This design comes from an exercise in tuning for small area on the open sky130 flow, not from production work. RTL that was checked went through simulation tests only; none was proved equivalent to the original. Power and IR drop assume default switching activity.

==> flow/design.v <==
`timescale 1ns/1ps
package udp_app_pkg;
    typedef logic [7:0]  byte_t;      
    typedef logic [15:0] pkt_len_t;   
    typedef logic [31:0] pixel_t;     
    typedef logic [15:0] seq_t;       
    typedef struct packed {
        byte_t    data;
        logic     last;   
        pkt_len_t len;    
    } app_beat_t;
    typedef enum logic {IDLE, SEND} tx_state_t;
    typedef enum logic [1:0] {FREE, LOCK_MODE, LOCK_IMG, LOCK_LED} arb_state_t;
    localparam int       DEBOUNCE_CYCLES   = 16;   
    localparam int       DEBOUNCE_CNT_W    = $clog2(DEBOUNCE_CYCLES + 2);
    localparam byte_t    LED_CMD_TAG       = 8'hA5;
    localparam pkt_len_t LED_CMD_LEN       = 16'd4;
    localparam int       LED_PATTERNS      = 4;
    localparam int       LED_IDX_W         = $clog2(LED_PATTERNS);
    localparam pkt_len_t MODE_CMD_LEN      = 16'd2;
    localparam logic [15:0] MODE_CMD_A     = 16'h0001;
    localparam logic [15:0] MODE_CMD_B     = 16'h0003;
    localparam int       IMG_WORDS_PER_PKT = 4;
    localparam pkt_len_t IMG_PKT_LEN       = 16'd18;   
    localparam int       IMG_FIFO_DEPTH    = 16;
    localparam int       IMG_PTR_W         = $clog2(IMG_FIFO_DEPTH);
    localparam int       IMG_CNT_W         = IMG_PTR_W + 1;
endpackage
`timescale 1ns/1ps
module key_debounce (
    input  logic clk_25_out,
    input  logic key1,
    input  logic key,     
    output logic press    
);
    logic       key_meta;
    logic       key_sync;
    logic [4:0] cnt;
    logic       nxt;
    always_ff @(posedge clk_25_out or negedge key1)
    begin
        if (!key1)
        begin
            key_meta <= 1'b1;
            key_sync <= 1'b1;
        end
        else
        begin
            key_meta <= key;
            key_sync <= key_meta;
        end
    end
    always_comb
    begin
        case (cnt)
            5'b00000:  nxt = 1'b1;
            5'b00001:  nxt = 1'b1;
            5'b00011:  nxt = 1'b0;
            5'b00110:  nxt = 1'b0;
            5'b01100:  nxt = 1'b1;
            5'b11001:  nxt = 1'b0;
            5'b10010:  nxt = 1'b0;
            5'b00100:  nxt = 1'b1;
            5'b01001:  nxt = 1'b1;
            5'b10011:  nxt = 1'b1;
            5'b00111:  nxt = 1'b0;
            5'b01110:  nxt = 1'b1;
            5'b11101:  nxt = 1'b0;
            5'b11010:  nxt = 1'b1;
            5'b10101:  nxt = 1'b1;
            5'b01011:  nxt = 1'b1;
            5'b10111:  nxt = 1'b1;
            5'b01111:  nxt = 1'b1;
            5'b11111:  nxt = 1'b1;
            default: nxt = 1'bx;
        endcase
    end
    always_ff @(posedge clk_25_out or negedge key1)
    begin
        if (!key1)
            cnt <= '0;
        else if (key_sync)
            cnt <= '0;
        else
            cnt <= {cnt[3:0], nxt};
    end
    assign press = (cnt == 5'b01111);
endmodule
`timescale 1ns/1ps
`timescale 1ns/1ps
`timescale 1ns/1ps
`timescale 1ns/1ps
`timescale 1ns/1ps
module udp_app_top (
    input  logic                   clk_25_out,
    input  logic                   key1,             
    input  logic                   key2,             
    input  logic                   key3,             
    input  logic                   key4,             
    input  udp_app_pkg::pixel_t    img_word,
    input  logic                   img_word_valid,
    output logic                   img_word_ready,
    output udp_app_pkg::app_beat_t udp_tx,
    output logic                   udp_tx_valid,
    input  logic                   udp_tx_ready,
    output logic                   img_mode
);
    logic key2_press;
    logic key3_press;
    logic key4_press;
    key_debounce u_key2_db (.clk_25_out(clk_25_out), .key1(key1), .key(key2), .press(key2_press));
    key_debounce u_key3_db (.clk_25_out(clk_25_out), .key1(key1), .key(key3), .press(key3_press));
    key_debounce u_key4_db (.clk_25_out(clk_25_out), .key1(key1), .key(key4), .press(key4_press));
    logic [31:0] fifo_mem [16];
    logic [4:0]  wr_ptr;       
    logic [4:0]  rd_ptr;       
    logic        mode_pend;    
    logic        led_pend;
    logic        img_pend;
    logic        use_b;
    logic [1:0]  led_idx;
    logic [15:0] seq;
    logic [1:0]  lock;         
    logic [1:0]  cnt;          
    logic        dph;          
    logic free, g_mode, g_img, g_led, acc, last, toggle, push, pop, start, img_end, mode_end, led_end;
    assign free   = (lock == 2'd0);
    assign g_mode = (lock == 2'd1) || (free && mode_pend);
    assign g_img  = (lock == 2'd2) || (free && !mode_pend && img_mode && img_pend);
    assign g_led  = (lock == 2'd3) || (free && !mode_pend && !img_mode && led_pend);
    assign udp_tx_valid = g_mode || g_img || g_led;
    assign acc    = udp_tx_valid && udp_tx_ready;
    always_comb
    begin
        if (g_img)
            last = dph && (cnt == 2'd1) && (rd_ptr[1:0] == 2'd3);
        else if (g_led)
            last = (cnt == 2'd3);
        else
            last = cnt[0];
    end
    assign toggle = key3_press && !img_pend;
    assign img_word_ready = !((wr_ptr[3:0] == rd_ptr[3:0]) && (wr_ptr[4] != rd_ptr[4]));
    assign push   = img_word_valid && img_word_ready && img_mode;
    assign pop    = acc && g_img && dph && (cnt == 2'd1);
    assign img_end  = acc && g_img && last;
    assign mode_end = acc && g_mode && last;
    assign led_end  = acc && g_led && last;
    assign start  = (wr_ptr[4:2] != rd_ptr[4:2]);    
    logic [3:0]   rd_adv;
    logic [1:0]   cnt_adv;
    logic [15:0]  wsel;
    logic [511:0] mem_flat;
    logic [31:0]  head;
    logic [7:0]   img_byte;
    logic [7:0]   img_byte_nx;
    assign rd_adv  = rd_ptr[3:0] + {3'd0, dph && (cnt == 2'd1)};
    assign cnt_adv = cnt + 1'b1;
    always_comb
    begin
        for (int i = 0; i < 16; i++)
        begin
            wsel[i] = (rd_adv == 4'(i));
            mem_flat[32 * i +: 32] = fifo_mem[i];
        end
    end
    word_mux u_word_mux (.words(mem_flat), .sel(wsel), .word(head));
    always_comb
    begin
        case ({~cnt_adv[1], cnt_adv[0]})
            2'd0:    img_byte_nx = head[31:24];
            2'd1:    img_byte_nx = head[23:16];
            2'd2:    img_byte_nx = head[15:8];
            default: img_byte_nx = head[7:0];
        endcase
    end
    always_ff @(posedge clk_25_out)
    begin
        if (acc)
            img_byte <= img_byte_nx;
    end
    always_comb
    begin
        udp_tx.last = last;
        udp_tx.len  = {11'd0, g_img, 1'b0, g_led && !g_img, !g_led || g_img, 1'b0};
        if (g_img)
            udp_tx.data = dph ? img_byte : (cnt[0] ? seq[7:0] : seq[15:8]);
        else if (g_led)
            case (cnt)
                2'd0:    udp_tx.data = 8'hA5;
                2'd1:    udp_tx.data = 8'h01;
                2'd2:    udp_tx.data = {6'd0, led_idx};
                default: udp_tx.data = {6'h3f, ~led_idx};
            endcase
        else
            udp_tx.data = cnt[0] ? {6'd0, use_b, 1'b1} : 8'h00;
    end
    always_ff @(posedge clk_25_out)
    begin
        if (push)
            fifo_mem[wr_ptr[3:0]] <= img_word;
    end
    always_ff @(posedge clk_25_out)
    begin
        seq <= img_mode ? seq + {15'd0, img_end} : 16'd0;
    end
    always_ff @(posedge clk_25_out or negedge key1)
    begin
        if (!key1)
        begin
            wr_ptr    <= '0;
            rd_ptr    <= '0;
            mode_pend <= 1'b0;
            led_pend  <= 1'b0;
            img_pend  <= 1'b0;
            use_b     <= 1'b0;
            led_idx   <= '0;
            img_mode  <= 1'b0;
            lock      <= '0;
            cnt       <= '0;
            dph       <= 1'b0;
        end
        else
        begin
            wr_ptr <= toggle ? 5'd0 : wr_ptr + {4'd0, push};
            rd_ptr <= toggle ? 5'd0 : rd_ptr + {4'd0, pop};
            if (acc && last)
                lock <= 2'd0;
            else if (udp_tx_valid)
                lock <= g_mode ? 2'd1 : g_img ? 2'd2 : 2'd3;
            if (acc)
            begin
                cnt <= last ? 2'd0 : cnt + 1'b1;
                dph <= !last && (dph || cnt[0]);
            end
            if (!mode_pend)
                mode_pend <= key4_press;
            else if (acc && g_mode && last)
            begin
                mode_pend <= 1'b0;
                use_b     <= !use_b;
            end
            if (!led_pend)
            begin
                if (key2_press)
                begin
                    led_pend <= 1'b1;
                    led_idx  <= led_idx + 1'b1;
                end
            end
            else if (acc && g_led && last)
                led_pend <= 1'b0;
            if (!img_pend)
            begin
                if (toggle)
                    img_mode <= !img_mode;
                else if (img_mode && start)
                    img_pend <= 1'b1;
            end
            else if (img_end)
                img_pend <= 1'b0;
        end
    end
endmodule
module word_mux (
    input  logic [511:0] words,
    input  logic [15:0]  sel,
    output logic [31:0]  word
);
    logic [5:0] grp_n [32];
    for (genvar b = 0; b < 32; b++)
    begin : g_bit
        for (genvar g = 0; g < 5; g++)
        begin : g_grp
            aoi222 u_aoi (
                .a0(sel[3 * g]),     .b0(words[32 * (3 * g) + b]),
                .a1(sel[3 * g + 1]), .b1(words[32 * (3 * g + 1) + b]),
                .a2(sel[3 * g + 2]), .b2(words[32 * (3 * g + 2) + b]),
                .y(grp_n[b][g])
            );
        end
        assign grp_n[b][5] = !(sel[15] && words[32 * 15 + b]);
        assign word[b] = !(&grp_n[b]);
    end
endmodule
module aoi222 (
    input  logic a0, b0, a1, b1, a2, b2,
    output logic y
);
    assign y = !((a0 && b0) || (a1 && b1) || (a2 && b2));
endmodule
Settings: LEC_CHECK=0, CAP_MARGIN=0, CORE_MARGIN=2, CORE_UTILIZATION=80, PLACE_DENSITY=0.86, SETUP_SLACK_MARGIN=0.1, SLEW_MARGIN=0, SYNTH_HIERARCHICAL=1; clock period 5.0 ns.
standard.sh (not shown) runs the stock make flow with config.mk's settings and CLKGATE_MAP_FILE= SYNTH_SCRIPT=/design/flow/synth_recipe.tcl, a recipe that flattens the netlist after the stock synthesis.
==> flow/flow/run.sh <==
#!/bin/bash
# The standard layout (the standard.sh) with three changes:
#  - synthesis maps the logic with an area-oriented ABC script (two rounds of
#    choice computation and area mapping) instead of ORFS's delay-oriented one;
#    everything else in synthesis, registers included, is the standard one.
#  - every port is buffered by a plain buf_1 instead of the delay-cell buffer
#    buffer_ports picks by default.
#  - clock tree synthesis uses clkbuf_8 leaves on clusters of 16 sinks and adds
#    no dummy load cells.
# Each tool's output goes to layout.log (and ORFS's own logs under orfs/logs).
set -euo pipefail
rm -rf scripts_local
cp -r "$FLOW_HOME/scripts" scripts_local
printf 'strash\ndch -f\namap\nstrash\ndch -f\namap\ntopo\nstime -c\nbuffer -c\nupsize -c\ndnsize -c\n' > scripts_local/abc_speed.script
export SCRIPTS_DIR="$PWD/scripts_local"
export BUFFER_PORTS_ARGS="-buffer_cell sky130_fd_sc_hd__buf_1"
export CTS_ARGS="-sink_clustering_enable -repair_clock_nets -sink_clustering_size 16 -sink_clustering_max_diameter 100 -buf_list sky130_fd_sc_hd__clkbuf_8 -dont_use_dummy_load"
bash standard.sh > layout.log 2>&1
The starting point finished with timing, DRC and antenna clean.
Change:
--- a/flow/design.v
+++ b/flow/design.v
@@ -144,43 +144,33 @@
     assign push   = img_word_valid && img_word_ready && img_mode;
     assign pop    = acc && g_img && dph && (cnt == 2'd1);
     assign img_end  = acc && g_img && last;
     assign mode_end = acc && g_mode && last;
     assign led_end  = acc && g_led && last;
     assign start  = (wr_ptr[4:2] != rd_ptr[4:2]);    
-    logic [3:0]   rd_adv;
-    logic [1:0]   cnt_adv;
     logic [15:0]  wsel;
     logic [511:0] mem_flat;
     logic [31:0]  head;
     logic [7:0]   img_byte;
-    logic [7:0]   img_byte_nx;
-    assign rd_adv  = rd_ptr[3:0] + {3'd0, dph && (cnt == 2'd1)};
-    assign cnt_adv = cnt + 1'b1;
     always_comb
     begin
         for (int i = 0; i < 16; i++)
         begin
-            wsel[i] = (rd_adv == 4'(i));
+            wsel[i] = (rd_ptr[3:0] == 4'(i));
             mem_flat[32 * i +: 32] = fifo_mem[i];
         end
     end
     word_mux u_word_mux (.words(mem_flat), .sel(wsel), .word(head));
     always_comb
     begin
-        case ({~cnt_adv[1], cnt_adv[0]})
-            2'd0:    img_byte_nx = head[31:24];
-            2'd1:    img_byte_nx = head[23:16];
-            2'd2:    img_byte_nx = head[15:8];
-            default: img_byte_nx = head[7:0];
+        case ({~cnt[1], cnt[0]})
+            2'd0:    img_byte = head[31:24];
+            2'd1:    img_byte = head[23:16];
+            2'd2:    img_byte = head[15:8];
+            default: img_byte = head[7:0];
         endcase
-    end
-    always_ff @(posedge clk_25_out)
-    begin
-        if (acc)
-            img_byte <= img_byte_nx;
     end
     always_comb
     begin
         udp_tx.last = last;
         udp_tx.len  = {11'd0, g_img, 1'b0, g_led && !g_img, !g_led || g_img, 1'b0};
         if (g_img)
@@ -197,27 +187,24 @@
     end
     always_ff @(posedge clk_25_out)
     begin
         if (push)
             fifo_mem[wr_ptr[3:0]] <= img_word;
     end
-    always_ff @(posedge clk_25_out)
-    begin
-        seq <= img_mode ? seq + {15'd0, img_end} : 16'd0;
-    end
     always_ff @(posedge clk_25_out or negedge key1)
     begin
         if (!key1)
         begin
             wr_ptr    <= '0;
             rd_ptr    <= '0;
             mode_pend <= 1'b0;
             led_pend  <= 1'b0;
             img_pend  <= 1'b0;
             use_b     <= 1'b0;
             led_idx   <= '0;
+            seq       <= '0;
             img_mode  <= 1'b0;
             lock      <= '0;
             cnt       <= '0;
             dph       <= 1'b0;
         end
         else
@@ -247,12 +234,13 @@
                     led_pend <= 1'b1;
                     led_idx  <= led_idx + 1'b1;
                 end
             end
             else if (acc && g_led && last)
                 led_pend <= 1'b0;
+            seq <= (toggle && !img_mode) ? 16'd0 : seq + {15'd0, img_end};
             if (!img_pend)
             begin
                 if (toggle)
                     img_mode <= !img_mode;
                 else if (img_mode && start)
                     img_pend <= 1'b1;
Result: The changed run produced a layout that fails on setup timing; wire length is higher by roughly a tenth; power is lower by a few percent; clock power is about the same; hold slack gains 6.4 ps; synthesized area is lower slightly; combinational power is lower by a few percent; count of clock-buffer cells in the layout is lower by 1; die area is lower slightly; flip-flop and latch count is lower by 8; sequential power is lower by a few percent; register-to-register slack gains 480 ps; first-iteration DRC count is higher by a quarter to a third; synthesized cell count is lower by a few percent; maximum frequency is lower by roughly a tenth.
For the first run of this note, only the layout was checked, not whether the RTL still works.

port drivers added, routing unchanged:
The results above use ideal ports. As a check the final layouts listed here were re-extracted and re-timed, cells and wires unchanged.
Step 1, drivers: a clkbuf_16 drives clk_25_out and a buf_2 each remaining input, both assumed.
Step 2 also shifts input and output timing later by t, the mid clock arrival at the registers, as if the neighbouring blocks saw the same clock.
Three values: ideal, step 1, step 2; two values: the first two.
| run | t, ns | setup slack, ns | worst register clock-pin slew, ns |
|---|---|---|---|
| the first run | 0.609 | 0.546 / 0.546 / 0.546 | 0.11 / 0.11 |
| the second run | 0.619 | -0.106 / -0.152 / 0.467 | 0.12 / 0.12 |
